What follows belongs to an exercise in optimizing a design on an open flow for small area, a short achievable clock period and few clock cycles per item; a production flow would make more cautious choices.
At most, simulation tests tie the RTL to the original design; equivalence was not proved.
Function not checked in run 5: the RTL went through the layout flow alone.
Power and IR drop assume default switching activity.

`run.sh`:
```
#!/bin/bash
# synth_recipe.tcl (not shown) runs the flow's synth.tcl, then flattens the netlist and writes it again
# the make line also repeats each setting of config.mk as NAME=value (left out here)
make -C /OpenROAD-flow-scripts/flow DESIGN_CONFIG=/design/flow/config.mk WORK_HOME=/design/flow/orfs CLKGATE_MAP_FILE= SYNTH_SCRIPT=/design/flow/synth_recipe.tcl finish
```
`config.mk`:
```
export PLATFORM = sky130hd
export DESIGN_NAME = peer_table_replay_filter_top
export DESIGN_NICKNAME = peer_table_replay_filter_top
export VERILOG_FILES = /design/flow/design.v
export SDC_FILE = /design/flow/constraint.sdc
export NUM_CORES = 4
export LEC_CHECK = 0
export ABC_CLOCK_PERIOD_IN_PS = 2500
export CAP_MARGIN = 20
export CORE_MARGIN = 2
export CORE_UTILIZATION = 50
export SETUP_SLACK_MARGIN = 2.0
export SLEW_MARGIN = 20
```
`constraint.sdc`:
```
create_clock -name core_clock -period 5.0 [get_ports {clock}]
set_input_delay 1.0000 -clock core_clock [delete_from_list [all_inputs] [get_ports {clock}]]
set_output_delay 1.0000 -clock core_clock [all_outputs]
set_load 0.01 [all_outputs]
```
`design.v`:
```
`timescale 1ns / 1ps
`default_nettype none
package ptrf_pkg;
   localparam int PEER_SLOTS_DEFAULT = 8;
   localparam int MODE_W   = 2;
   localparam int MAC_W    = 48;
   localparam int MEMBER_W = 8;
   localparam int SEQ_W    = 32;
   localparam int STATUS_W = 3;
   localparam int SLOT_W   = 3;
   localparam logic [MODE_W-1:0] MODE_LEARN  = 2'd0;
   localparam logic [MODE_W-1:0] MODE_ACCEPT = 2'd1;
   localparam logic [MODE_W-1:0] MODE_LOOKUP = 2'd2;
   localparam logic [MODE_W-1:0] MODE_CLEAR  = 2'd3;
   localparam logic [STATUS_W-1:0] STATUS_OK          = 3'd0;
   localparam logic [STATUS_W-1:0] STATUS_MAC_REFUSED = 3'd1;
   localparam logic [STATUS_W-1:0] STATUS_UNKNOWN     = 3'd2;
   localparam logic [STATUS_W-1:0] STATUS_FULL        = 3'd3;
   localparam logic [STATUS_W-1:0] STATUS_STALE       = 3'd4;
   localparam logic [STATUS_W-1:0] STATUS_NO_MATCH    = 3'd5;
   typedef struct packed {
      logic                valid;
      logic [MAC_W-1:0]    mac;
      logic [MEMBER_W-1:0] member;
      logic [SEQ_W-1:0]    seq;
   } entry_type;
   typedef struct packed {
      logic mac_en;
      logic seq_en;
      logic set_valid;
      logic clear_all;
   } wr_type;
   typedef struct packed {
      logic mac_eq;
      logic member_eq;
      logic seq_le;
   } match_type;
endpackage
`default_nettype wire
`timescale 1ns / 1ps
`default_nettype none
module ptrf_match (
   input  logic                          valid,
   input  logic [ptrf_pkg::MAC_W-1:0]    slot_mac,
   input  logic [ptrf_pkg::MEMBER_W-1:0] slot_member,
   input  logic [ptrf_pkg::MAC_W-1:0]    op_mac,
   input  logic [ptrf_pkg::MEMBER_W-1:0] op_member,
   output logic                          mac_hit,
   output logic                          member_hit
);
   assign mac_hit    = valid && (slot_mac == op_mac);
   assign member_hit = valid && (slot_member == op_member);
endmodule
`default_nettype wire
`timescale 1ns / 1ps
`default_nettype none
module ptrf_store #(
   parameter int PEER_SLOTS = ptrf_pkg::PEER_SLOTS_DEFAULT
) (
   input  logic                                     clock,
   input  logic                                     reset,
   input  logic                                     clear_all,
   input  logic [PEER_SLOTS-1:0]                    id_we,
   input  logic [PEER_SLOTS-1:0]                    set_valid,
   input  logic [ptrf_pkg::MAC_W-1:0]               wr_mac,
   input  logic [ptrf_pkg::MEMBER_W-1:0]            wr_member,
   input  logic [PEER_SLOTS-1:0]                    seq_we,
   input  logic [ptrf_pkg::SEQ_W-1:0]               wr_seq,
   output logic [PEER_SLOTS-1:0]                    valid,
   output logic [PEER_SLOTS*ptrf_pkg::MAC_W-1:0]    mac,
   output logic [PEER_SLOTS*ptrf_pkg::MEMBER_W-1:0] member,
   output logic [PEER_SLOTS*ptrf_pkg::SEQ_W-1:0]    seq,
   output logic [PEER_SLOTS-1:0]                    seq_written
);
   always_ff @(posedge clock) begin
      if (reset) begin
         valid       <= '0;
         seq_written <= '0;
      end else begin
         if (clear_all) begin
            valid <= '0;
         end else begin
            valid <= valid | set_valid;
         end
         seq_written <= seq_written | seq_we;
      end
   end
   for (genvar s = 0; s < PEER_SLOTS; s++) begin : g_slot
      always_ff @(posedge clock) begin
         if (id_we[s]) begin
            mac[s*ptrf_pkg::MAC_W +: ptrf_pkg::MAC_W]          <= wr_mac;
            member[s*ptrf_pkg::MEMBER_W +: ptrf_pkg::MEMBER_W] <= wr_member;
         end
         if (seq_we[s]) begin
            seq[s*ptrf_pkg::SEQ_W +: ptrf_pkg::SEQ_W] <= wr_seq;
         end
      end
   end
endmodule
`default_nettype wire
`timescale 1ns / 1ps
`default_nettype none
module peer_table_replay_filter_top #(
   parameter int PEER_SLOTS = ptrf_pkg::PEER_SLOTS_DEFAULT
) (
   input  logic                          clock,
   input  logic                          reset,
   input  logic                          csr_write_enable,
   input  logic                          csr_write_data,
   input  logic                          req_valid,
   output logic                          req_stall,
   input  logic [ptrf_pkg::MODE_W-1:0]   req_mode,
   input  logic [ptrf_pkg::MAC_W-1:0]    req_peer_mac,
   input  logic [ptrf_pkg::MEMBER_W-1:0] req_member_id,
   input  logic [ptrf_pkg::SEQ_W-1:0]    req_sequence_req,
   input  logic                          req_reset_window,
   output logic                          rsp_valid,
   input  logic                          rsp_stall,
   output logic [ptrf_pkg::STATUS_W-1:0] rsp_status,
   output logic                          rsp_found,
   output logic [ptrf_pkg::SLOT_W-1:0]   rsp_slot,
   output logic [ptrf_pkg::MAC_W-1:0]    rsp_found_mac
);
   localparam int N      = PEER_SLOTS;
   localparam int MAC_W  = ptrf_pkg::MAC_W;
   localparam int MEM_W  = ptrf_pkg::MEMBER_W;
   localparam int SEQ_W  = ptrf_pkg::SEQ_W;
   localparam int SLOT_W = ptrf_pkg::SLOT_W;
   function automatic logic [N-1:0] lowest(input logic [N-1:0] v);
      logic [N-1:0] r;
      logic         seen;
      r    = '0;
      seen = 1'b0;
      for (int i = 0; i < N; i++) begin
         r[i] = v[i] && !seen;
         seen = seen || v[i];
      end
      lowest = r;
   endfunction
   function automatic logic [SLOT_W-1:0] encode(input logic [N-1:0] oh);
      logic [SLOT_W-1:0] r;
      r = '0;
      for (int i = 0; i < N; i++) begin
         if (oh[i]) r = r | SLOT_W'(i);
      end
      encode = r;
   endfunction
   logic                 provisioned_ff;
   logic                 a_vld_ff;
   logic [1:0]           a_mode_ff;
   logic [MAC_W-1:0]     a_mac_ff;
   logic [MEM_W-1:0]     a_member_ff;
   logic [SEQ_W-1:0]     a_seq_ff;
   logic                 a_rst_ff;
   logic                 c_vld_ff;
   logic                 c_acc_ff;
   logic                 c_lkp_ff;
   logic [N-1:0]         c_hit_ff;
   logic [SEQ_W-1:0]     c_seq_ff;
   logic                 c_rst_ff;
   logic [2:0]           c_status_ff;
   logic                 c_found_ff;
   logic [SLOT_W-1:0]    c_slot_ff;
   logic                 rsp_valid_ff;
   logic [2:0]           rsp_status_ff;
   logic                 rsp_found_ff;
   logic [SLOT_W-1:0]    rsp_slot_ff;
   logic [MAC_W-1:0]     rsp_mac_ff;
   logic out_free, c_free, b_adv, a_free, req_take;
   assign out_free  = !rsp_valid_ff || !rsp_stall;
   assign c_free    = !c_vld_ff || out_free;
   assign b_adv     = a_vld_ff && c_free;
   assign a_free    = !a_vld_ff || c_free;
   assign req_stall = !a_free;
   assign req_take  = req_valid && a_free;
   logic [N-1:0]         t_valid;
   logic [N*MAC_W-1:0]   t_mac;
   logic [N*MEM_W-1:0]   t_member;
   logic [N*SEQ_W-1:0]   t_seq;
   logic [N-1:0]         t_seq_written;
   logic                 clear_all;
   logic [N-1:0]         id_we, set_valid, seq_we;
   ptrf_store #(.PEER_SLOTS(N)) u_store (
      .clock       (clock),
      .reset       (reset),
      .clear_all   (clear_all),
      .id_we       (id_we),
      .set_valid   (set_valid),
      .wr_mac      (a_mac_ff),
      .wr_member   (a_member_ff),
      .seq_we      (seq_we),
      .wr_seq      (c_seq_ff),
      .valid       (t_valid),
      .mac         (t_mac),
      .member      (t_member),
      .seq         (t_seq),
      .seq_written (t_seq_written)
   );
   logic [N-1:0] mac_hit, mem_hit;
   for (genvar s = 0; s < N; s++) begin : g_match
      ptrf_match u_match (
         .valid       (t_valid[s]),
         .slot_mac    (t_mac[s*MAC_W +: MAC_W]),
         .slot_member (t_member[s*MEM_W +: MEM_W]),
         .op_mac      (a_mac_ff),
         .op_member   (a_member_ff),
         .mac_hit     (mac_hit[s]),
         .member_hit  (mem_hit[s])
      );
   end
   logic [N-1:0]      learn_oh, free_oh, mac_oh, mem_oh;
   logic              learn_found, refused;
   logic [N-1:0]      b_we, b_set, b_hit;
   logic              b_clear, b_acc, b_lkp, b_found;
   logic [2:0]        b_status;
   logic [SLOT_W-1:0] b_slot;
   always_comb begin
      learn_oh    = lowest(mac_hit | mem_hit);
      free_oh     = lowest(~t_valid);
      mac_oh      = lowest(mac_hit);
      mem_oh      = lowest(mem_hit);
      learn_found = |(mac_hit | mem_hit);
      refused     = provisioned_ff && !(|(learn_oh & mac_hit));
      b_we     = '0;
      b_set    = '0;
      b_hit    = '0;
      b_clear  = 1'b0;
      b_acc    = 1'b0;
      b_lkp    = 1'b0;
      b_found  = 1'b0;
      b_status = ptrf_pkg::STATUS_OK;
      b_slot   = '0;
      case (a_mode_ff)
         ptrf_pkg::MODE_LEARN: begin
            if (learn_found) begin
               b_found = 1'b1;
               b_slot  = encode(learn_oh);
               if (refused) begin
                  b_status = ptrf_pkg::STATUS_MAC_REFUSED;
               end else begin
                  b_we = learn_oh;
               end
            end else if (provisioned_ff) begin
               b_status = ptrf_pkg::STATUS_UNKNOWN;
            end else if (|free_oh) begin
               b_found = 1'b1;
               b_slot  = encode(free_oh);
               b_we    = free_oh;
               b_set   = free_oh;
            end else begin
               b_status = ptrf_pkg::STATUS_FULL;
            end
         end
         ptrf_pkg::MODE_ACCEPT: begin
            if (|mac_hit) begin
               b_found = 1'b1;
               b_acc   = 1'b1;
               b_hit   = mac_oh;
               b_slot  = encode(mac_oh);
            end else begin
               b_status = ptrf_pkg::STATUS_NO_MATCH;
            end
         end
         ptrf_pkg::MODE_LOOKUP: begin
            if (|mem_hit) begin
               b_found = 1'b1;
               b_lkp   = 1'b1;
               b_hit   = mem_oh;
               b_slot  = encode(mem_oh);
            end else begin
               b_status = ptrf_pkg::STATUS_NO_MATCH;
            end
         end
         default: begin
            b_clear = 1'b1;
         end
      endcase
   end
   assign id_we     = b_adv ? b_we  : '0;
   assign set_valid = b_adv ? b_set : '0;
   assign clear_all = b_adv && b_clear;
   logic [SEQ_W-1:0] cur_seq;
   logic [MAC_W-1:0] hit_mac;
   logic             stale;
   logic [2:0]       c_status;
   always_comb begin
      cur_seq = '0;
      hit_mac = '0;
      for (int s = 0; s < N; s++) begin
         if (c_hit_ff[s] && t_seq_written[s]) cur_seq = cur_seq | t_seq[s*SEQ_W +: SEQ_W];
         if (c_hit_ff[s] && c_lkp_ff)         hit_mac = hit_mac | t_mac[s*MAC_W +: MAC_W];
      end
      stale    = !c_rst_ff && (c_seq_ff <= cur_seq);
      c_status = c_status_ff;
      if (c_acc_ff) c_status = stale ? ptrf_pkg::STATUS_STALE : ptrf_pkg::STATUS_OK;
   end
   assign seq_we = (c_vld_ff && c_acc_ff && !stale && out_free) ? c_hit_ff : '0;
   always_ff @(posedge clock) begin
      if (reset) begin
         provisioned_ff <= 1'b0;
         a_vld_ff       <= 1'b0;
         c_vld_ff       <= 1'b0;
         rsp_valid_ff   <= 1'b0;
      end else begin
         if (csr_write_enable) provisioned_ff <= csr_write_data;
         if (a_free)   a_vld_ff     <= req_valid;
         if (c_free)   c_vld_ff     <= a_vld_ff;
         if (out_free) rsp_valid_ff <= c_vld_ff;
      end
   end
   always_ff @(posedge clock) begin
      if (req_take) begin
         a_mode_ff   <= req_mode;
         a_mac_ff    <= req_peer_mac;
         a_member_ff <= req_member_id;
         a_seq_ff    <= req_sequence_req;
         a_rst_ff    <= req_reset_window;
      end
      if (b_adv) begin
         c_acc_ff    <= b_acc;
         c_lkp_ff    <= b_lkp;
         c_hit_ff    <= b_hit;
         c_seq_ff    <= a_seq_ff;
         c_rst_ff    <= a_rst_ff;
         c_status_ff <= b_status;
         c_found_ff  <= b_found;
         c_slot_ff   <= b_slot;
      end
      if (out_free && c_vld_ff) begin
         rsp_status_ff <= c_status;
         rsp_found_ff  <= c_found_ff;
         rsp_slot_ff   <= c_slot_ff;
         rsp_mac_ff    <= hit_mac;
      end
   end
   assign rsp_valid     = rsp_valid_ff;
   assign rsp_status    = rsp_status_ff;
   assign rsp_found     = rsp_found_ff;
   assign rsp_slot      = rsp_slot_ff;
   assign rsp_found_mac = rsp_mac_ff;
endmodule
`default_nettype wire
```
==> results of run 1 <==
[state kept, by name, indices dropped and copies added, names as in the netlist, 32 cells and up]
name,cells
u_store.mac,384
u_store.seq,256
a_mac_ff,48
a_seq_ff,32
rsp_mac_ff,48
u_store.member,64
c_seq_ff,32
[repair_timing]
item,in CTS,in global routing
setup buffers,202,59
resized for setup,400,198
setup endpoints to repair,739,737
cloned,48,21
pin swaps,92,102
[through the flow]
step / utilization (%) / total power [W] / hold WS, ns / setup slack (ns) / instance area (um2)
2_1_floorplan: - / 0.00949 / 0.400 / 0.473 / 39700
3_3_place_gp: 56.3 / 0.0102 / 0.403 / 0.440 / 43700
3_5_place_dp: 56.3 / 0.0102 / 0.405 / 0.467 / 43700
4_1_cts: 67.4 / 0.0180 / 0.414 / 0.948 / 52400
5_1_grt: 70.1 / 0.0186 / 0.426 / 0.716 / 54500
6_report: 70.1 / 0.0182 / 0.417 / 0.745 / 54500
[layout make-up]
| class | instances | share of cell area, % |
|---|---|---|
| clock buffers | 113 | 4.52 |
| flip-flops and latches | 920 | 50.3 |
| clock inverters | 63 | 1.65 |
| well taps | 1040 | 2.39 |
| diodes | 1 | 0.00459 |
| repair buffers | 680 | 15.4 |
| multi-input cells | 1528 | 25.2 |
| inverters | 59 | 0.468 |
[layout by cell type (no fill, tap or decap), types with 13 or more instances in the layout]
cell             synthesis  layout
nor2b_1                 25      22
a21oi_1                 28      15
bufinv_16                0      17
o21ai_0                 23      14
clkdlybuf4s50_1          0     151
nand4_1                135     135
clkinv_1                 0      20
nor4_2                   2      24
xor2_1                 219     163
buf_6                    3      89
buf_16                   0      60
a22oi_1                325     297
a21oi_2                  0      13
buf_4                    8     268
inv_1                   59      49
ha_1                    36      27
nand3_1                 48      43
dfxtp_1                 20      20
xnor2_2                  0      48
clkbuf_16                0     115
nor4_4                   0      20
xor2_2                   0      44
buf_8                    0      17
a22oi_2                  0      28
nor3_1                  37      25
xnor2_1                188     124
edfxtp_1               900     900
nand2b_1                54      50
buf_12                   0      73
xnor2_4                  0      16
and2_4                   0      16
nand2_1                 55      49
and4_1                  36      28
nor4_1                 111      69
nor2_1                  40      35
clkinv_2                 0      13
clkbuf_1                67      17
[power breakdown]
part / switching, W / internal (W)
clock network: 0.00322 / 0.00445
registers: 0.000130 / 0.00863
logic: 0.00110 / 0.000680
total: 0.00446 / 0.0138
[how the worst max path moves through the flow]
stage / startpoint / endpoint / slack [ns] / depth (start not counted)
after global routing: a_mac_ff[0] / u_store.mac[306] / 0.72 / 15
after detailed placement: a_mac_ff[16] / u_store.mac[334] / 0.47 / 11
after global placement: a_mac_ff[16] / u_store.mac[334] / 0.44 / 11
after CTS: a_mac_ff[4] / u_store.mac[236] / 0.95 / 15
after floorplan: a_mac_ff[2] / u_store.mac[192] / 0.47 / 10
final: a_mac_ff[33] / u_store.mac[242] / 0.74 / 15
[kinds of logic after synthesis]
| family | after synthesis |
|---|---|
| AND/OR/NAND/NOR | 622 |
| adder cells (fa/ha/maj) | 36 |
| flip-flops | 920 |
| multiplexers | 2 |
| AO/OA/AOI/OAI | 461 |
| buffers and inverters | 198 |
| XOR/XNOR | 407 |
[metal layers]
layer | global-route usage, % | part of all wire, %
met5 | 0 | 0.0064
met4 | 14.3 | 4.8
met3 | 11.2 | 15
met2 | 58.2 | 43
met1 | 58.6 | 38
==> impl_metrics.toml, run 1 <==
[final_layout]
multi_input_area_um2 = 13700
drive_gt1_share_pct = 29.8
final_net_count = 3418
seq_area_um2 = 27400
fillers = 4897
synthToLayoutAreaGrowth_pct = 38.2
finalNonFillerCells = 4404

[grt]
grtUsageTotal_pct = 40.3
grt_start_max_net_pins = 57
antenna_found_initial = 4
grt-ovfl-total = 0
grt_pass1_vias = 28000
grt_pass1_wl_um = 226000

[timing]
finalClockSkew_ns = 0.0432
rsz0062_at_grt = "true"
worstMarginPinSlew_ns = 1.05
timing.fmax_ghz = 0.235
period_needed_ns = 4.26
maxSlewViolCount = 0
relSlewSlack_pct = 29.7
hold_violations = 0
period_share_pct = 85.1
setup_tns_ns = 0
finalSetupViolCount = 0

[setup_path]
required_ns = 5.39
start_kind = "flip-flop"
path_class = "flip-flop to flip-flop"
path_buf_inv = 6
crit_path_top_delay_cell = "edfxtp_1"
worstRegToRegCells = 15
worstPathCellList = "nand2b_2 -> nand4_1 -> nor4_2 -> buf_4 -> and4_1 -> nand4_1 -> or3b_1 -> a311o_1 -> and3b_2 -> buf_6 -> buf_6 -> o22ai_4 -> buf_12 -> buf_12 -> clkbuf_16"
crit_family = "simple AND/OR/NAND/NOR gates"
worstPathArrival_ns = 4.64
rrSetupSlack_ns = 0.74
r2r_end = "u_store.mac[242]"
cp-end-kind = "flip-flop"
cp_max_fo = 5
max_stage_delay_ns = 0.54
rr_startpoint = "a_mac_ff[33]"

[placement]
portBuffers = 153
place_congestion = 1.06
dp_cells = 3897
dp_hpwl_um = 105000

[route]
drtPass1Iterations = 5
final_antenna_net_count = 0
vias_per_cell = 6.79
drt-total-wl_um = 173000
via_count = 29900
avgRoutedWirePerCell_um = 39.3
post-route-drc-count = 0
drt_iter0_drc = 5211

[clock_tree]
cts_buffers = 96
root_buffer = "clkbuf_16"
cts-htree-levels = 3
clock-sinks = 920
clockBufferDepth = 3
postCtsHoldBufs = 0
cts_tree = "yes"
cts.clk_slew.worst_paths_ns = 0.06
clock_latency_ns = 0.71

[synthesis]
ys_warn_count = 2
ys_seq_elements = 920
synth_fa_ha_area_share_pct = 1.14
ys.flop_type = "edfxtp_1"
synth-xor-area-share_pct = 9.04
synth_nets = 2779
synthArstFlopShare_pct = 0
yosys.area.top_type = "edfxtp_1"
synthCells = 2646
muxShareOfSynthArea_pct = 0.0508
synth-edff-count = 900
synth_top_cell_area_share_pct = 68.5
synth_top_family_by_area = "simple AND/OR/NAND/NOR gates"
ys_top_cells_by_count = "edfxtp_1 (900), a22oi_1 (325), xor2_1 (219)"
yosysMostFrequentCell = "edfxtp_1"
synth.avg_cell_area_um2 = 14.9
synth-compound-area-share_pct = 8.55
synth-simple-area-share_pct = 9.51
ys_top_cells_by_area = "edfxtp_1 (69%), a22oi_1 (6.2%), xor2_1 (4.9%)"
syn_area_um2 = 39400
yosys.cell_types.count = 67
ys_seq_area_share_pct = 69.5

[outcome]
outcome = "complete, no violations"

[die]
pin_count = 154
die-area_um2 = 81100
start_util_pct = 50.7
core-area_um2 = 77700
row_count = 102
die_h_um = 285
die_w_um = 285

[flow_run]
cap_violations = 0

[worst_hold_path]
hold_end = "c_seq_ff[23]"
worstHoldStart = "a_seq_ff[23]"
holdPathStages = 0
worstHoldPathType = "flip-flop to flip-flop"

[pwr]
ir_worst_vdd_mv = 0.345
power.density_nw_per_um2 = 334
p_leak_nw = 18.2
==> run 2: changes to the inputs <==
--- a/config.mk
+++ b/config.mk
@@ -5,9 +5,8 @@
 export SDC_FILE = /design/flow/constraint.sdc
 export NUM_CORES = 4
 export LEC_CHECK = 0
-export ABC_CLOCK_PERIOD_IN_PS = 2500
 export CAP_MARGIN = 20
 export CORE_MARGIN = 2
 export CORE_UTILIZATION = 50
-export SETUP_SLACK_MARGIN = 2.0
+export SETUP_SLACK_MARGIN = 1.0
 export SLEW_MARGIN = 20
==> impl_metrics.toml, run 2 <==
[timing]
finalClockSkew_ns = 0.0728
setup_tns_ns = 0
timing.fmax_ghz = 0.238
maxSlewViolCount = 0
finalSetupViolCount = 0
period_share_pct = 84.0
worstMarginPinSlew_ns = 1.03
rsz0062_at_grt = "true"
relSlewSlack_pct = 31.3
hold_violations = 0
period_needed_ns = 4.20

[clock_tree]
cts_tree = "yes"
cts_buffers = 98
root_buffer = "clkbuf_16"
clock-sinks = 920
clock_latency_ns = 0.71
cts-htree-levels = 3
cts.clk_slew.worst_paths_ns = 0.06
clockBufferDepth = 3

[setup_path]
worstPathArrival_ns = 4.56
cp-end-kind = "flip-flop"
r2r_end = "u_store.mac[230]"
path_class = "flip-flop to flip-flop"
rr_startpoint = "a_mac_ff[18]"
cp_max_fo = 8
start_kind = "flip-flop"
rrSetupSlack_ns = 0.80
worstRegToRegCells = 13
required_ns = 5.36

[pwr]
p_leak_nw = 16.6
ir_worst_vdd_mv = 0.287
power_w = 0.0178
power.density_nw_per_um2 = 354

[final_layout]
top_register = "u_store.mac"
drive_gt1_share_pct = 22.1
largestRegisters = "u_store.mac: 384 flops, u_store.seq: 256 flops, u_store.member: 64 flops"
layout_common_cells = "edfxtp_1 (900), a22oi_1 (325), buf_4 (279)"
final_common_cell = "edfxtp_1"
final_net_count = 3265
synthToLayoutAreaGrowth_pct = 27.6
fillers = 5569
largest_register_ff_count = 384

[route]
avgRoutedWirePerCell_um = 36.3
final_antenna_net_count = 0
drt_iter0_drc = 4111
via_count = 27700
drt-total-wl_um = 155000
post-route-drc-count = 0
drtPass1Iterations = 8
vias_per_cell = 6.51

[grt]
antenna_found_initial = 5
grt_pass1_vias = 26200
grt_start_max_net_pins = 57
grt-ovfl-total = 0
grt_pass1_wl_um = 205000
grtUsageTotal_pct = 36.1

[synthesis]
ys_warn_count = 2
synth.avg_cell_area_um2 = 14.9
ys_seq_elements = 920
syn_area_um2 = 39400
yosysMostFrequentCell = "edfxtp_1"
synth-edff-count = 900
yosys.cell_types.count = 67
synth_top_cell_area_share_pct = 68.5
synthArstFlopShare_pct = 0
yosys.area.top_type = "edfxtp_1"
synthCells = 2646
ys.flop_type = "edfxtp_1"
ys_top_cells_by_count = "edfxtp_1 (900), a22oi_1 (325), xor2_1 (219)"
ys_seq_area_share_pct = 69.5
synth_nets = 2779
ys_top_cells_by_area = "edfxtp_1 (69%), a22oi_1 (6.2%), xor2_1 (4.9%)"

[die]
core-area_um2 = 77700
pin_count = 154
die_w_um = 285
die-area_um2 = 81100
start_util_pct = 50.7
row_count = 102
die_h_um = 285

[outcome]
outcome = "complete, no violations"

[worst_hold_path]
worstHoldPathType = "flip-flop to flip-flop"
hold_end = "c_seq_ff[12]"
holdPathStages = 0
worstHoldStart = "a_seq_ff[12]"

[placement]
dp_hpwl_um = 103000
place_congestion = 1.09
portBuffers = 153

[flow_run]
cap_violations = 0
==> run 2: final cells by class <==
class | instances | area, um2 | share of cell area [%]
Sequential cell | 920 | 27400 | 54.5
Multi-Input combinational cell | 1528 | 12700 | 25.1
Timing Repair Buffer | 525 | 5400 | 10.7
Clock buffer | 119 | 2530 | 5.03
Tap cell | 1040 | 1300 | 2.59
Clock inverter | 62 | 791 | 1.57
Inverter | 59 | 221 | 0.440
Antenna cell | 2 | 5.00 | 0.00994
==> run 2: kinds of logic after synthesis <==
kind of cell               Yosys count  synth area share, %
muxes                                2               0.0508
AOI/OAI and AO/OA                  461                 8.55
buffers and inverters              198                 2.17
DFF                                920                 69.5
adders and majority gates           36                 1.14
xor gates and xnor gates           407                 9.04
and+or+nand+nor                    622                 9.51
==> run 2: critical path: stages, from the launching register on <==
cell       delay, ns
edfxtp_1        0.50
buf_12          0.20
xnor2_1         0.57
nand3_1         0.32
nor3_2          0.34
nand4_1         0.30
nor2_1          0.23
a211o_1         0.13
a31oi_1         0.04
and3b_2         0.27
buf_6           0.14
o32ai_4         0.31
buf_12          0.27
clkbuf_16       0.22
==> run 2: how the worst max path moves through the flow <==
stage,slack (ns),to,start,depth (start not counted)
floorplan,0.47,u_store.mac[192],a_mac_ff[2],10
global placement,0.45,u_store.mac[282],a_mac_ff[41],11
detailed placement,0.51,u_store.mac[341],a_mac_ff[1],8
CTS,0.97,u_store.mac[218],a_mac_ff[14],12
global route,0.78,u_store.mac[230],a_mac_ff[35],14
finish,0.80,u_store.mac[230],a_mac_ff[18],13
==> run 2: what timing repair did <==
action	CTS	global route
hold buffers	0	0
cloned	3	22
pin swaps	10	21
buffers inserted	102	53
gates resized for setup	88	159
endpoints found under the setup margin	462	696
==> run 2: routing by layer <==
metal  vias to the layer above  global-route usage [%]  part of all wire (%)
met2                      1905                    51.2                    42
met4                         4                    12.9                   4.8
met3                       358                    9.18                    13
li1                      11400                       -                     -
met1                     14000                    54.1                    40
met5                         -                       0                 0.016
==> run 2: stage by stage <==
step / cell area [um2] / worst slack (ns) / utilization [%] / std cells / hold slack [ns]
after floorplan: 39600 / 0.473 / - / 2646 / 0.400
after global placement: 43600 / 0.450 / 56.0 / 3892 / 0.402
after detailed placement: 43600 / 0.509 / 56.0 / 3892 / 0.405
after CTS: 48400 / 0.974 / 62.3 / 4178 / 0.418
after global routing: 50300 / 0.782 / 64.8 / 4253 / 0.429
final: 50300 / 0.798 / 64.8 / 4255 / 0.417
==> run 2: power breakdown <==
| part | switching (W) | total [W] | internal [W] |
|---|---|---|---|
| combinational | 0.00103 | 0.00164 | 0.000607 |
| sequential | 0.000111 | 0.00874 | 0.00863 |
| clock | 0.00316 | 0.00743 | 0.00427 |
| total | 0.00430 | 0.0178 | 0.0135 |
==> run 3: changes to the inputs <==
--- a/design.v
+++ b/design.v
@@ -40,16 +40,15 @@
 `timescale 1ns / 1ps
 `default_nettype none
 module ptrf_match (
-   input  logic                          valid,
    input  logic [ptrf_pkg::MAC_W-1:0]    slot_mac,
    input  logic [ptrf_pkg::MEMBER_W-1:0] slot_member,
    input  logic [ptrf_pkg::MAC_W-1:0]    op_mac,
    input  logic [ptrf_pkg::MEMBER_W-1:0] op_member,
-   output logic                          mac_hit,
-   output logic                          member_hit
+   output logic                          mac_eq,
+   output logic                          member_eq
 );
-   assign mac_hit    = valid && (slot_mac == op_mac);
-   assign member_hit = valid && (slot_member == op_member);
+   assign mac_eq    = (slot_mac == op_mac);
+   assign member_eq = (slot_member == op_member);
 endmodule
 `default_nettype wire
 `timescale 1ns / 1ps
@@ -146,12 +145,17 @@
       encode = r;
    endfunction
    logic                 provisioned_ff;
-   logic                 a_vld_ff;
-   logic [1:0]           a_mode_ff;
-   logic [MAC_W-1:0]     a_mac_ff;
-   logic [MEM_W-1:0]     a_member_ff;
-   logic [SEQ_W-1:0]     a_seq_ff;
-   logic                 a_rst_ff;
+   logic                 b_vld_ff;
+   logic [1:0]           b_mode_ff;
+   logic [MAC_W-1:0]     b_mac_ff;
+   logic [MEM_W-1:0]     b_member_ff;
+   logic [SEQ_W-1:0]     b_seq_ff;
+   logic                 b_rst_ff;
+   logic [N-1:0]         b_meq_ff;
+   logic [N-1:0]         b_keq_ff;
+   logic                 b_fwm_ff;
+   logic                 b_fwk_ff;
+   logic [N-1:0]         b_lastwe_ff;
    logic                 c_vld_ff;
    logic                 c_acc_ff;
    logic                 c_lkp_ff;
@@ -166,13 +170,12 @@
    logic                 rsp_found_ff;
    logic [SLOT_W-1:0]    rsp_slot_ff;
    logic [MAC_W-1:0]     rsp_mac_ff;
-   logic out_free, c_free, b_adv, a_free, req_take;
+   logic out_free, c_free, b_adv, b_free;
    assign out_free  = !rsp_valid_ff || !rsp_stall;
    assign c_free    = !c_vld_ff || out_free;
-   assign b_adv     = a_vld_ff && c_free;
-   assign a_free    = !a_vld_ff || c_free;
-   assign req_stall = !a_free;
-   assign req_take  = req_valid && a_free;
+   assign b_adv     = b_vld_ff && c_free;
+   assign b_free    = !b_vld_ff || c_free;
+   assign req_stall = !b_free;
    logic [N-1:0]         t_valid;
    logic [N*MAC_W-1:0]   t_mac;
    logic [N*MEM_W-1:0]   t_member;
@@ -186,8 +189,8 @@
       .clear_all   (clear_all),
       .id_we       (id_we),
       .set_valid   (set_valid),
-      .wr_mac      (a_mac_ff),
-      .wr_member   (a_member_ff),
+      .wr_mac      (b_mac_ff),
+      .wr_member   (b_member_ff),
       .seq_we      (seq_we),
       .wr_seq      (c_seq_ff),
       .valid       (t_valid),
@@ -196,18 +199,33 @@
       .seq         (t_seq),
       .seq_written (t_seq_written)
    );
-   logic [N-1:0] mac_hit, mem_hit;
+   logic [N-1:0] in_meq, in_keq;
+   logic         in_fwm, in_fwk;
    for (genvar s = 0; s < N; s++) begin : g_match
       ptrf_match u_match (
-         .valid       (t_valid[s]),
          .slot_mac    (t_mac[s*MAC_W +: MAC_W]),
          .slot_member (t_member[s*MEM_W +: MEM_W]),
-         .op_mac      (a_mac_ff),
-         .op_member   (a_member_ff),
-         .mac_hit     (mac_hit[s]),
-         .member_hit  (mem_hit[s])
+         .op_mac      (req_peer_mac),
+         .op_member   (req_member_id),
+         .mac_eq      (in_meq[s]),
+         .member_eq   (in_keq[s])
       );
    end
+   ptrf_match u_match_fw (
+      .slot_mac    (b_mac_ff),
+      .slot_member (b_member_ff),
+      .op_mac      (req_peer_mac),
+      .op_member   (req_member_id),
+      .mac_eq      (in_fwm),
+      .member_eq   (in_fwk)
+   );
+   logic [N-1:0] mac_hit, mem_hit;
+   always_comb begin
+      for (int s = 0; s < N; s++) begin
+         mac_hit[s] = t_valid[s] && (b_lastwe_ff[s] ? b_fwm_ff : b_meq_ff[s]);
+         mem_hit[s] = t_valid[s] && (b_lastwe_ff[s] ? b_fwk_ff : b_keq_ff[s]);
+      end
+   end
    logic [N-1:0]      learn_oh, free_oh, mac_oh, mem_oh;
    logic              learn_found, refused;
    logic [N-1:0]      b_we, b_set, b_hit;
@@ -230,7 +248,7 @@
       b_found  = 1'b0;
       b_status = ptrf_pkg::STATUS_OK;
       b_slot   = '0;
-      case (a_mode_ff)
+      case (b_mode_ff)
          ptrf_pkg::MODE_LEARN: begin
             if (learn_found) begin
                b_found = 1'b1;
@@ -298,30 +316,35 @@
    always_ff @(posedge clock) begin
       if (reset) begin
          provisioned_ff <= 1'b0;
-         a_vld_ff       <= 1'b0;
+         b_vld_ff       <= 1'b0;
          c_vld_ff       <= 1'b0;
          rsp_valid_ff   <= 1'b0;
       end else begin
          if (csr_write_enable) provisioned_ff <= csr_write_data;
-         if (a_free)   a_vld_ff     <= req_valid;
-         if (c_free)   c_vld_ff     <= a_vld_ff;
+         if (b_free)   b_vld_ff     <= req_valid;
+         if (c_free)   c_vld_ff     <= b_vld_ff;
          if (out_free) rsp_valid_ff <= c_vld_ff;
       end
    end
    always_ff @(posedge clock) begin
-      if (req_take) begin
-         a_mode_ff   <= req_mode;
-         a_mac_ff    <= req_peer_mac;
-         a_member_ff <= req_member_id;
-         a_seq_ff    <= req_sequence_req;
-         a_rst_ff    <= req_reset_window;
+      if (b_free) begin
+         b_mode_ff   <= req_mode;
+         b_mac_ff    <= req_peer_mac;
+         b_member_ff <= req_member_id;
+         b_seq_ff    <= req_sequence_req;
+         b_rst_ff    <= req_reset_window;
+         b_meq_ff    <= in_meq;
+         b_keq_ff    <= in_keq;
+         b_fwm_ff    <= in_fwm;
+         b_fwk_ff    <= in_fwk;
+         b_lastwe_ff <= id_we;
       end
       if (b_adv) begin
          c_acc_ff    <= b_acc;
          c_lkp_ff    <= b_lkp;
          c_hit_ff    <= b_hit;
-         c_seq_ff    <= a_seq_ff;
-         c_rst_ff    <= a_rst_ff;
+         c_seq_ff    <= b_seq_ff;
+         c_rst_ff    <= b_rst_ff;
          c_status_ff <= b_status;
          c_found_ff  <= b_found;
          c_slot_ff   <= b_slot;
--- a/config.mk
+++ b/config.mk
@@ -8,5 +8,4 @@
 export CAP_MARGIN = 20
 export CORE_MARGIN = 2
 export CORE_UTILIZATION = 50
-export SETUP_SLACK_MARGIN = 1.0
 export SLEW_MARGIN = 20
==> impl_metrics.toml, run 3 <==
[outcome]
outcome = "complete, no violations"

[clock_tree]
clock-sinks = 946
clockBufferDepth = 3
post_cts_buffers = 0
cts.clk_slew.worst_paths_ns = 0.06
cts_buffers = 99
cts_tree = "yes"
cts-htree-levels = 3
clock_latency_ns = 0.67
postCtsHoldBufs = 0
root_buffer = "clkbuf_16"
cts_resized = 0

[route]
final_antenna_net_count = 0
post-route-drc-count = 0
via_count = 24300
drt_iter0_drc = 3048
drtPass1Iterations = 5
vias_per_cell = 6.28
avgRoutedWirePerCell_um = 32.0
drt-total-wl_um = 124000

[setup_path]
path_class = "flip-flop to flip-flop"
r2r_end = "u_store.seq[152]"
required_ns = 5.39
start_kind = "flip-flop"
worstPathArrival_ns = 4.93
rr_startpoint = "c_hit_ff[3]"
rrSetupSlack_ns = 0.46
cp-end-kind = "flip-flop"
cp_max_fo = 25
worstRegToRegCells = 12

[die]
die_h_um = 286
pin_count = 154
start_util_pct = 50.4
core-area_um2 = 78900
row_count = 103
die-area_um2 = 81700
die_w_um = 286

[final_layout]
layout_common_cells = "edfxtp_1 (926), xor2_1 (432), a22oi_1 (320)"
fillers = 6213
drive_gt1_share_pct = 8.50
final_common_cell = "edfxtp_1"
final_net_count = 2863
utilization_pct = 58.5
largestRegisters = "u_store.mac: 384 flops, u_store.seq: 256 flops, u_store.member: 64 flops"
seq_area_um2 = 28200
synthToLayoutAreaGrowth_pct = 16.0
top_register = "u_store.mac"
finalNonFillerCells = 3867
largest_register_ff_count = 384
multi_input_area_um2 = 11100

[placement]
dp_cells = 3679
portBuffers = 153
dp_hpwl_um = 82000
place_congestion = 0.964

[grt]
grtUsageTotal_pct = 30.1
grt_pass1_wl_um = 175000
antenna_found_initial = 9
grt-ovfl-total = 0
grt_start_max_net_pins = 58
grt_pass1_vias = 23700

[synthesis]
yosysMostFrequentCell = "edfxtp_1"
synthArstFlopShare_pct = 0
synth.avg_cell_area_um2 = 15.6
ys_top_cells_by_count = "edfxtp_1 (926), xor2_1 (432), a22oi_1 (320)"
ys_seq_elements = 946
synth_nets = 2687
ys_seq_area_share_pct = 71.0
ys_warn_count = 2
syn_area_um2 = 39700
synth_top_cell_area_share_pct = 70.0
yosys.cell_types.count = 59
ys_top_cells_by_area = "edfxtp_1 (70%), xor2_1 (9.5%), a22oi_1 (6.0%)"
synthCells = 2554
ys.flop_type = "edfxtp_1"
yosys.area.top_type = "edfxtp_1"
synth-edff-count = 926

[timing]
hold_violations = 0
rsz0062_at_grt = "false"
finalClockSkew_ns = 0.0379
maxSlewViolCount = 0
period_needed_ns = 4.54
worstMarginPinSlew_ns = 1.13
finalSetupViolCount = 0
timing.fmax_ghz = 0.220
setup_tns_ns = 0
relSlewSlack_pct = 23.7
holdWs_ns = 0.414
period_share_pct = 90.9

[flow_run]
cap_violations = 0

[worst_hold_path]
holdPathStages = 0
worstHoldPathType = "flip-flop to flip-flop"
worstHoldStart = "b_seq_ff[26]"
hold_end = "c_seq_ff[26]"

[pwr]
p_leak_nw = 14.8
power_w = 0.0167
power.density_nw_per_um2 = 361
ir_worst_vdd_mv = 0.290
==> run 3: cell count changes in the layout (fill, tap and decap cells not counted), sizes merged, moves of 18 or more <==
cell    before  now
nand4      135  113
nand2b      54    7
nor3        39   21
edfxtp     900  926
buf        355   63
nand3       48   26
xnor2      188   72
inv         59   27
nand2       56   37
xor2       219  432
==> run 3: worst max-delay path: stages (launching register included) <==
cell and delay, ns:
edfxtp_1 0.43, and2_1 0.53, buf_12 0.22, a22oi_1 0.09
and4_1 0.23, ha_1 0.29, a21oi_1 0.16, o21ai_1 0.11
a2111oi_0 0.48, a21oi_1 0.25, nor4_4 0.99, nor2_4 0.22
buf_12 0.26
==> run 3: routing by layer <==
metal | vias to the layer above | global-route usage, % | part of all wire (%)
met5 | - | 0 | 0.022
met4 | 4 | 11.6 | 3.7
met3 | 192 | 5.06 | 8.0
met2 | 1213 | 48.5 | 48
met1 | 12500 | 41.3 | 40
li1 | 10400 | - | -
==> run 3: through the flow <==
step	area, um2	worst slack, ns
final	46100	0.457
after detailed placement	43100	0.463
after global routing	46100	0.117
after CTS	46100	0.502
after floorplan	39700	-1.71
after global placement	43100	0.653
==> run 3: report_power, final <==
part	leakage (nW)	internal (W)	switching [W]
registers	8.76	0.00879	0.000122
logic	4.60	0.000274	0.000515
clock network	1.45	0.00394	0.00302
==> run 3: area by class of cell <==
| type | count | area share (%) |
|---|---|---|
| flip-flops and latches | 946 | 61.2 |
| clock buffers | 132 | 5.69 |
| well taps | 1050 | 2.85 |
| multi-input cells | 1443 | 24.1 |
| inverters | 24 | 0.195 |
| repair buffers | 216 | 5.07 |
| diodes | 6 | 0.0326 |
| clock inverters | 50 | 0.879 |
==> run 3: how the worst max path moves through the flow <==
| stage | to | depth (start not counted) | slack [ns] | start |
|---|---|---|---|---|
| final | u_store.seq[152] | 12 | 0.46 | c_hit_ff[3] |
| after global routing | u_store.seq[131] | 12 | 0.12 | c_hit_ff[3] |
| after CTS | u_store.seq[105] | 12 | 0.50 | c_hit_ff[3] |
| after detailed placement | u_store.seq[119] | 12 | 0.46 | c_hit_ff[3] |
| after global placement | u_store.seq[148] | 12 | 0.65 | c_hit_ff[3] |
| after floorplan | b_lastwe_ff[5] | 6 | -1.71 | b_fwk_ff |
==> run 3: kinds of logic (layout without fill, tap and decap cells) <==
group / Yosys count / count (layout) / synth area share (%)
xor gates and xnor gates: 504 / 504 / 11.1
muxes: 18 / 18 / 0.510
DFF: 946 / 946 / 71.0
other: 0 / 6 / 0
AOI/OAI and AO/OA: 441 / 441 / 8.04
adders and majority gates: 36 / 36 / 1.13
and+or+nand+nor: 444 / 444 / 6.63
buffers and inverters: 165 / 422 / 1.59
Testbench counts of run 3, summed over its fixed seeds: cycles 6,448, requests 6,400.
==> run 4: changes to the inputs <==
--- a/config.mk
+++ b/config.mk
@@ -8,4 +8,5 @@
 export CAP_MARGIN = 20
 export CORE_MARGIN = 2
 export CORE_UTILIZATION = 50
+export SETUP_SLACK_MARGIN = 2.2
 export SLEW_MARGIN = 20
==> impl_metrics.toml, run 4 <==
[outcome]
outcome = "complete, no violations"

[die]
die_h_um = 286
core-area_um2 = 78900
die-area_um2 = 81700
die_w_um = 286
row_count = 103
pin_count = 154
start_util_pct = 50.4

[grt]
grt_start_max_net_pins = 56
grt-ovfl-total = 0
grtUsageTotal_pct = 32.0
grt_pass1_wl_um = 185000
grt_pass1_vias = 24600
antenna_found_initial = 9

[route]
vias_per_cell = 6.37
drtPass1Iterations = 6
drt_iter0_drc = 3170
avgRoutedWirePerCell_um = 34.4
drt-total-wl_um = 138000
via_count = 25600
final_antenna_net_count = 0
post-route-drc-count = 0

[setup_path]
worstPathCellList = "and2_4 -> buf_12 -> a22oi_2 -> and4_1 -> ha_4 -> nand4_1 -> nor4_2 -> buf_4 -> a21oi_2 -> a21oi_2 -> nor4_4 -> buf_12 -> nor2_4 -> buf_12"
path_class = "flip-flop to flip-flop"
worstPathArrival_ns = 3.74
start_kind = "flip-flop"
crit_path_top_delay_cell = "edfxtp_1"
cp_max_fo = 16
cp-end-kind = "flip-flop"
rrSetupSlack_ns = 1.62
crit_top_cell = "buf_12"
required_ns = 5.36
max_stage_delay_ns = 0.36

[synthesis]
synth_nets = 2687
yosysMostFrequentCell = "edfxtp_1"
ys_top_cells_by_count = "edfxtp_1 (926), xor2_1 (432), a22oi_1 (320)"
synthCells = 2554
synth_top_cell_area_share_pct = 70.0
yosys.cell_types.count = 59
ys_seq_elements = 946
synthArstFlopShare_pct = 0
ys_top_cells_by_area = "edfxtp_1 (70%), xor2_1 (9.5%), a22oi_1 (6.0%)"
ys_warn_count = 2
yosys.area.top_type = "edfxtp_1"
ys_seq_area_share_pct = 71.0
ys.flop_type = "edfxtp_1"
synth.avg_cell_area_um2 = 15.6
synth-edff-count = 926
syn_area_um2 = 39700

[final_layout]
synthToLayoutAreaGrowth_pct = 26.2
final_net_count = 3018
layout_common_cells = "edfxtp_1 (926), xor2_1 (432), a22oi_1 (298)"
largestRegisters = "u_store.mac: 384 flops, u_store.seq: 256 flops, u_store.member: 64 flops"
drive_gt1_share_pct = 18.4
design_area_um2 = 50100
top_register = "u_store.mac"
largest_register_ff_count = 384
final_common_cell = "edfxtp_1"

[timing]
hold_violations = 0
timing.fmax_ghz = 0.296
period_needed_ns = 3.38
rsz0062_at_grt = "true"
relSlewSlack_pct = 30.9
maxSlewViolCount = 0
finalSetupViolCount = 0
period_share_pct = 67.6
setup_tns_ns = 0
worstMarginPinSlew_ns = 1.04
finalClockSkew_ns = 0.0251

[clock_tree]
cts.clk_slew.worst_paths_ns = 0.06
cts_tree = "yes"
clock-sinks = 946
postCtsHoldBufs = 0
root_buffer = "clkbuf_16"
cts_buffers = 99
clock_latency_ns = 0.67
clockBufferDepth = 3
cts-htree-levels = 3

[placement]
place_congestion = 0.957
dp_hpwl_um = 80200
dpl_cell_area_um2 = 42900
portBuffers = 153

[pwr]
ir_worst_vdd_mv = 0.268
p_leak_nw = 16.5
power.density_nw_per_um2 = 345

[flow_run]
cap_violations = 0

[worst_hold_path]
worstHoldPathType = "flip-flop to flip-flop"
[run 4: cell count changes in the layout (fill, tap and decap cells not counted), sizes merged]
cell,before,now
buf,63,188
clkbuf,132,157
clkdlybuf4s50,153,127
clkdlybuf4s15,0,1
nand2,37,39
dlymetal6s2s,0,3
bufinv,5,12
clkinvlp,6,2
dlygate4sd2,0,21
clkinv,36,38
[run 4: repair_timing]
action	in CTS	in global routing
endpoints found under the setup margin	728	722
gates cloned	33	37
pin swaps	41	45
gates resized for setup	224	102
buffers inserted	80	24
[run 4: logic make-up (layout without fill, tap and decap cells)]
| group | after synthesis | in the layout | synth area share [%] |
|---|---|---|---|
| AOI/OAI and AO/OA | 441 | 441 | 8.04 |
| xor gates and xnor gates | 504 | 504 | 11.1 |
| adders and majority gates | 36 | 36 | 1.13 |
| buffers and inverters | 165 | 576 | 1.59 |
| DFF | 946 | 946 | 71.0 |
| muxes | 18 | 18 | 0.510 |
| other | 0 | 6 | 0 |
| and+or+nand+nor | 444 | 446 | 6.63 |
[run 4: worst paths after layout]
path / from / to / cells after the start
min: b_seq_ff[29] / c_seq_ff[29] / 0
max reg2reg: c_hit_ff[3] / u_store.seq[24] / 14
min reg2reg: b_seq_ff[29] / c_seq_ff[29] / 0
max: c_hit_ff[3] / u_store.seq[24] / 14
[run 4: final cells by class]
cell class / count / area, um2
multi-input combinational: 1445 / 12000
inverter: 24 / 92.6
antenna: 6 / 15.0
clock buffer: 128 / 2680
sequential: 946 / 28200
timing repair buffer: 369 / 5210
tap: 1050 / 1310
fill: 5743 / 28700
clock inverter: 55 / 611
[run 4: layer usage]
metal	wire [um]	part of all wire, %	global-route usage [%]
met4	8120	5.9	14.1
met3	12400	9.0	5.85
met1	51500	37	42.2
met2	66200	48	52.3
met5	14	0.010	0
[run 4: per-stage QoR]
step                util (%)  setup slack (ns)  hold WS, ns  cells  power, W
floorplan                  -              1.35        0.400   2554   0.00942
global placement        54.4              1.03        0.406   3660   0.00984
detailed placement      54.4             0.935        0.405   3660   0.00984
CTS                     61.6              1.69        0.417   3956    0.0173
global route            63.5              1.58        0.418   4019    0.0177
finish                  63.6              1.62        0.409   4023    0.0173
[run 4: report_power, final]
group	switching [W]	total, W	internal [W]
Combinational	0.000561	0.000872	0.000310
Sequential	0.000121	0.00891	0.00879
Clock	0.00310	0.00750	0.00440
[run 4: worst max-delay path, delay by kind of cell (launching register included)]
family                   cells  cell delay, ns
AO/OA/AOI/OAI                3            0.37
adder cells (fa/ha/maj)      1            0.28
buffers and inverters        4            0.76
flip-flops                   1            0.36
AND/OR/NAND/NOR              6            1.27
==> run 5: changes to the inputs <==
--- a/design.v
+++ b/design.v
@@ -68,20 +68,19 @@
    output logic [PEER_SLOTS-1:0]                    valid,
    output logic [PEER_SLOTS*ptrf_pkg::MAC_W-1:0]    mac,
    output logic [PEER_SLOTS*ptrf_pkg::MEMBER_W-1:0] member,
-   output logic [PEER_SLOTS*ptrf_pkg::SEQ_W-1:0]    seq,
-   output logic [PEER_SLOTS-1:0]                    seq_written
+   output logic [PEER_SLOTS*ptrf_pkg::SEQ_W-1:0]    seq
 );
+   logic [ptrf_pkg::SEQ_W-1:0] seq_d;
+   logic [PEER_SLOTS-1:0]      seq_en;
+   assign seq_d  = reset ? '0 : wr_seq;
+   assign seq_en = seq_we | {PEER_SLOTS{reset}};
    always_ff @(posedge clock) begin
       if (reset) begin
-         valid       <= '0;
-         seq_written <= '0;
+         valid <= '0;
+      end else if (clear_all) begin
+         valid <= '0;
       end else begin
-         if (clear_all) begin
-            valid <= '0;
-         end else begin
-            valid <= valid | set_valid;
-         end
-         seq_written <= seq_written | seq_we;
+         valid <= valid | set_valid;
       end
    end
    for (genvar s = 0; s < PEER_SLOTS; s++) begin : g_slot
@@ -90,8 +89,8 @@
             mac[s*ptrf_pkg::MAC_W +: ptrf_pkg::MAC_W]          <= wr_mac;
             member[s*ptrf_pkg::MEMBER_W +: ptrf_pkg::MEMBER_W] <= wr_member;
          end
-         if (seq_we[s]) begin
-            seq[s*ptrf_pkg::SEQ_W +: ptrf_pkg::SEQ_W] <= wr_seq;
+         if (seq_en[s]) begin
+            seq[s*ptrf_pkg::SEQ_W +: ptrf_pkg::SEQ_W] <= seq_d;
          end
       end
    end
@@ -160,12 +159,16 @@
    logic                 c_acc_ff;
    logic                 c_lkp_ff;
    logic [N-1:0]         c_hit_ff;
+   logic [N-1:0]         c_le_ff;
+   logic                 c_fwle_ff;
+   logic [N-1:0]         c_lastswe_ff;
    logic [SEQ_W-1:0]     c_seq_ff;
    logic                 c_rst_ff;
    logic [2:0]           c_status_ff;
    logic                 c_found_ff;
    logic [SLOT_W-1:0]    c_slot_ff;
    logic                 rsp_valid_ff;
+   logic                 full_ff;
    logic [2:0]           rsp_status_ff;
    logic                 rsp_found_ff;
    logic [SLOT_W-1:0]    rsp_slot_ff;
@@ -175,12 +178,11 @@
    assign c_free    = !c_vld_ff || out_free;
    assign b_adv     = b_vld_ff && c_free;
    assign b_free    = !b_vld_ff || c_free;
-   assign req_stall = !b_free;
+   assign req_stall = full_ff && rsp_stall;
    logic [N-1:0]         t_valid;
    logic [N*MAC_W-1:0]   t_mac;
    logic [N*MEM_W-1:0]   t_member;
    logic [N*SEQ_W-1:0]   t_seq;
-   logic [N-1:0]         t_seq_written;
    logic                 clear_all;
    logic [N-1:0]         id_we, set_valid, seq_we;
    ptrf_store #(.PEER_SLOTS(N)) u_store (
@@ -196,8 +198,7 @@
       .valid       (t_valid),
       .mac         (t_mac),
       .member      (t_member),
-      .seq         (t_seq),
-      .seq_written (t_seq_written)
+      .seq         (t_seq)
    );
    logic [N-1:0] in_meq, in_keq;
    logic         in_fwm, in_fwk;
@@ -294,21 +295,28 @@
          end
       endcase
    end
+   logic [N-1:0] b_le;
+   logic         b_fwle;
+   always_comb begin
+      for (int s = 0; s < N; s++) begin
+         b_le[s] = (b_seq_ff <= t_seq[s*SEQ_W +: SEQ_W]);
+      end
+      b_fwle = (b_seq_ff <= c_seq_ff);
+   end
    assign id_we     = b_adv ? b_we  : '0;
    assign set_valid = b_adv ? b_set : '0;
    assign clear_all = b_adv && b_clear;
-   logic [SEQ_W-1:0] cur_seq;
+   logic [N-1:0]     le_now;
    logic [MAC_W-1:0] hit_mac;
    logic             stale;
    logic [2:0]       c_status;
    always_comb begin
-      cur_seq = '0;
       hit_mac = '0;
       for (int s = 0; s < N; s++) begin
-         if (c_hit_ff[s] && t_seq_written[s]) cur_seq = cur_seq | t_seq[s*SEQ_W +: SEQ_W];
-         if (c_hit_ff[s] && c_lkp_ff)         hit_mac = hit_mac | t_mac[s*MAC_W +: MAC_W];
+         le_now[s] = c_lastswe_ff[s] ? c_fwle_ff : c_le_ff[s];
+         if (c_hit_ff[s] && c_lkp_ff) hit_mac = hit_mac | t_mac[s*MAC_W +: MAC_W];
       end
-      stale    = !c_rst_ff && (c_seq_ff <= cur_seq);
+      stale    = !c_rst_ff && |(c_hit_ff & le_now);
       c_status = c_status_ff;
       if (c_acc_ff) c_status = stale ? ptrf_pkg::STATUS_STALE : ptrf_pkg::STATUS_OK;
    end
@@ -319,7 +327,11 @@
          b_vld_ff       <= 1'b0;
          c_vld_ff       <= 1'b0;
          rsp_valid_ff   <= 1'b0;
+         full_ff        <= 1'b0;
       end else begin
+         full_ff <= (b_free ? req_valid : b_vld_ff) &&
+                    (c_free ? b_vld_ff : c_vld_ff) &&
+                    (out_free ? c_vld_ff : rsp_valid_ff);
          if (csr_write_enable) provisioned_ff <= csr_write_data;
          if (b_free)   b_vld_ff     <= req_valid;
          if (c_free)   c_vld_ff     <= b_vld_ff;
@@ -343,6 +355,9 @@
          c_acc_ff    <= b_acc;
          c_lkp_ff    <= b_lkp;
          c_hit_ff    <= b_hit;
+         c_le_ff     <= b_le;
+         c_fwle_ff   <= b_fwle;
+         c_lastswe_ff <= seq_we;
          c_seq_ff    <= b_seq_ff;
          c_rst_ff    <= b_rst_ff;
          c_status_ff <= b_status;
--- a/config.mk
+++ b/config.mk
@@ -8,5 +8,5 @@
 export CAP_MARGIN = 20
 export CORE_MARGIN = 2
 export CORE_UTILIZATION = 50
-export SETUP_SLACK_MARGIN = 2.2
+export SETUP_SLACK_MARGIN = 2.4
 export SLEW_MARGIN = 20
==> impl_metrics.toml, run 5 <==
[pwr]
pwr-share-clk_pct = 40.1
ir_worst_vdd_mv = 0.324
pwr-share-comb_pct = 9.0
p_int_w = 0.0137
p_leak_nw = 21.0
switching_share_pct = 24.2
power.density_nw_per_um2 = 326
switchingPower_w = 0.00438
power_frac_seq_pct = 50.9

[die]
row_count = 110
die-area_um2 = 92900
die_h_um = 305
start_util_pct = 50.3
pin_count = 154
core-area_um2 = 89900
die_w_um = 305

[worst_hold_path]
worstHoldStart = "b_rst_ff"
worstHoldPathType = "flip-flop to flip-flop"
hold_end = "c_rst_ff"
holdPathStages = 0

[synthesis]
ys_seq_elements = 956
ys_top_cells_by_area = "edfxtp_1 (63%), xor2_1 (8.4%), ha_1 (8.1%)"
syn_area_um2 = 45300
yosysMostFrequentCell = "edfxtp_1"
yosys.area.top_type = "edfxtp_1"
ys_top_cells_by_count = "edfxtp_1 (943), xor2_1 (432), inv_1 (297)"
synthArstFlopShare_pct = 0
ys_warn_count = 2
synthCells = 3296
synth_top_cell_area_share_pct = 62.6
ys_seq_area_share_pct = 63.2
synth.avg_cell_area_um2 = 13.7
ys.flop_type = "edfxtp_1"
yosys.cell_types.count = 69
synth-edff-count = 943
synth_nets = 3685

[final_layout]
top_register = "u_store.mac"
layout_common_cells = "edfxtp_1 (943), xor2_1 (432), inv_1 (296)"
final_net_count = 4092
drive_gt1_share_pct = 15.7
fillers = 6829
synthToLayoutAreaGrowth_pct = 22.3
largestRegisters = "u_store.mac: 384 flops, u_store.seq: 256 flops, u_store.member: 64 flops"
largest_register_ff_count = 384
final_common_cell = "edfxtp_1"

[clock_tree]
clock-sinks = 956
postCtsHoldBufs = 0
clockBufferDepth = 3
clock_latency_ns = 0.70
cts.clk_slew.worst_paths_ns = 0.06
root_buffer = "clkbuf_16"
cts_buffers = 100
cts-htree-levels = 3
cts_tree = "yes"

[timing]
finalClockSkew_ns = 0.0321
period_share_pct = 60.9
period_needed_ns = 3.05
rsz0062_at_grt = "true"
relSlewSlack_pct = 23.8
worstMarginPinSlew_ns = 1.14
maxSlewViolCount = 0
worst_slack_ns = 1.96
setup_tns_ns = 0
timing.fmax_ghz = 0.328
hold_violations = 0
finalSetupViolCount = 0

[route]
wl_met2_um = 72600
wl_met1_um = 57500
final_antenna_net_count = 0
drt_iter0_drc = 3642
dr.max_layer_used = "met4"
post-route-drc-count = 0
avgRoutedWirePerCell_um = 30.7
via_count = 30400
drt-total-wl_um = 152000
dr_wl_met3_um = 12600
drtPass1Iterations = 8
vias_per_cell = 6.12

[grt]
grt_start_max_net_pins = 72
grtUsageTotal_pct = 32.1
grt_pass1_vias = 30000
antenna_found_initial = 7
grt_pass1_wl_um = 214000
grt-ovfl-total = 0

[placement]
dp_hpwl_um = 96700
dp_slack_ns = 0.917
place_congestion = 0.971
portBuffers = 153

[flow_run]
cap_violations = 0

[outcome]
outcome = "complete, no violations"

[setup_path]
required_ns = 5.44
r2r_end = "u_store.mac[93]"
cp_max_fo = 8
path_class = "flip-flop to flip-flop"
rr_startpoint = "b_fwm_ff"
start_kind = "flip-flop"
cp-end-kind = "flip-flop"
rrSetupSlack_ns = 1.96
worstPathArrival_ns = 3.49
worstRegToRegCells = 11
-- run 5: timing repair --
action	CTS	global route
endpoints found under the setup margin	800	560
setup buffers	144	38
gates cloned	35	17
gates resized for setup	265	84
pin swaps	43	34
-- run 5: cells by family (layout without fill, tap and decap cells) --
logic type,Yosys count,count (layout),share of synthesized area [%]
adder cells (fa/ha/maj),292,292,8.07
other,0,4,0
multiplexers,26,26,0.666
AND/OR/NAND/NOR,613,622,7.37
flip-flops,956,956,63.2
buffers and inverters,408,877,3.41
AO/OA/AOI/OAI,497,502,7.57
XOR/XNOR,504,504,9.76
-- run 5: worst max-delay path, cell delays in order (launching register included) --
cell and delay [ns]:
edfxtp_1 0.40, buf_6 0.17, mux2_4 0.28, and2_4 0.16, a22o_1 0.18, a221o_1 0.35, a211o_4 0.37, buf_6 0.14
buf_6 0.10, a31o_4 0.26, buf_12 0.17, clkbuf_16 0.17
-- run 5: stage by stage --
step	hold slack [ns]	power, W	instances	utilization, %	instance area, um2
global placement	0.406	0.0108	4543	53.9	48400
CTS	0.424	0.0181	4900	60.5	54300
floorplan	0.400	0.0102	3296	-	45500
finish	0.421	0.0181	4959	61.6	55400
global route	0.427	0.0186	4955	61.6	55400
detailed placement	0.410	0.0108	4543	53.9	48400
-- run 5: power by group through the flow --
| stage | combinational, W | clock [W] | sequential [W] |
|---|---|---|---|
| after floorplan | 0.000830 | 0 | 0.00932 |
| after detailed placement | 0.00142 | 0 | 0.00941 |
| after CTS | 0.00157 | 0.00730 | 0.00920 |
| final | 0.00163 | 0.00723 | 0.00920 |
| after global placement | 0.00138 | 0 | 0.00940 |
| after global routing | 0.00175 | 0.00762 | 0.00922 |
-- run 5: routing by layer --
layer,track usage [%],vias to the layer above
li1,-,13200
met1,41.2,15200
met2,52.8,1566
met3,5.16,371
met4,16.6,0
met5,0,-
-- run 5: worst max path at each step --
stage	start	end	slack (ns)
global placement	req_peer_mac[9]	b_meq_ff[4]	0.91
CTS	b_fwk_ff	u_store.mac[216]	2.11
global route	b_fwk_ff	u_store.mac[258]	1.95
detailed placement	rsp_stall	u_store.mac[291]	0.92
floorplan	b_lastwe_ff[1]	b_lastwe_ff[7]	0.95
finish	b_fwm_ff	u_store.mac[93]	1.96
-- run 5: layout make-up --
class / instances / area [um2] / share of cell area, %
sequential: 956 / 28600 / 51.6
timing repair buffer: 402 / 4860 / 8.77
inverter: 297 / 1120 / 2.02
clock inverter: 59 / 531 / 0.958
multi-input combinational: 1946 / 16200 / 29.3
tap: 1176 / 1470 / 2.66
antenna: 4 / 10.0 / 0.0181
clock buffer: 119 / 2570 / 4.65

afterwards: timing with drivers on the ports:
The results above use ideal ports. As a check the final layouts listed here were re-extracted and re-timed, cells and wires unchanged.
Step 1 (the two cells are an assumption about what drives the block):
set clk [get_ports {clock}]
set_driving_cell -lib_cell sky130_fd_sc_hd__clkbuf_16 $clk
set_driving_cell -lib_cell sky130_fd_sc_hd__buf_2 [delete_from_list [all_inputs] $clk]
Step 2, shift: input delay + t, output delay - t, t = (earliest + latest rising clock arrival at the registers) / 2. This alone moves slack from input paths to output paths.
a / b / c = ideal / step 1 / step 2; a / b = the first two.
run	shift t [ns]	setup slack, ns	latest minus earliest clock arrival (ns)	slew at the worst register clock pin (ns)
run 1	0.764	0.745 / 0.745 / 0.745	0.044 / 0.043	0.07 / 0.07
run 2	0.746	0.798 / 0.798 / 0.798	0.074 / 0.074	0.06 / 0.06
run 3	0.720	0.457 / 0.457 / 0.457	0.041 / 0.041	0.07 / 0.07
run 4	0.728	1.619 / 1.619 / 1.424	0.029 / 0.028	0.07 / 0.07
run 5	0.754	1.955 / 1.955 / 1.484	0.045 / 0.045	0.07 / 0.07
After both steps every run listed still meets setup and hold. For run 5, which loses most, drivers alone change the setup slack by 0.000 ns; drivers and shift together by -0.471 ns.
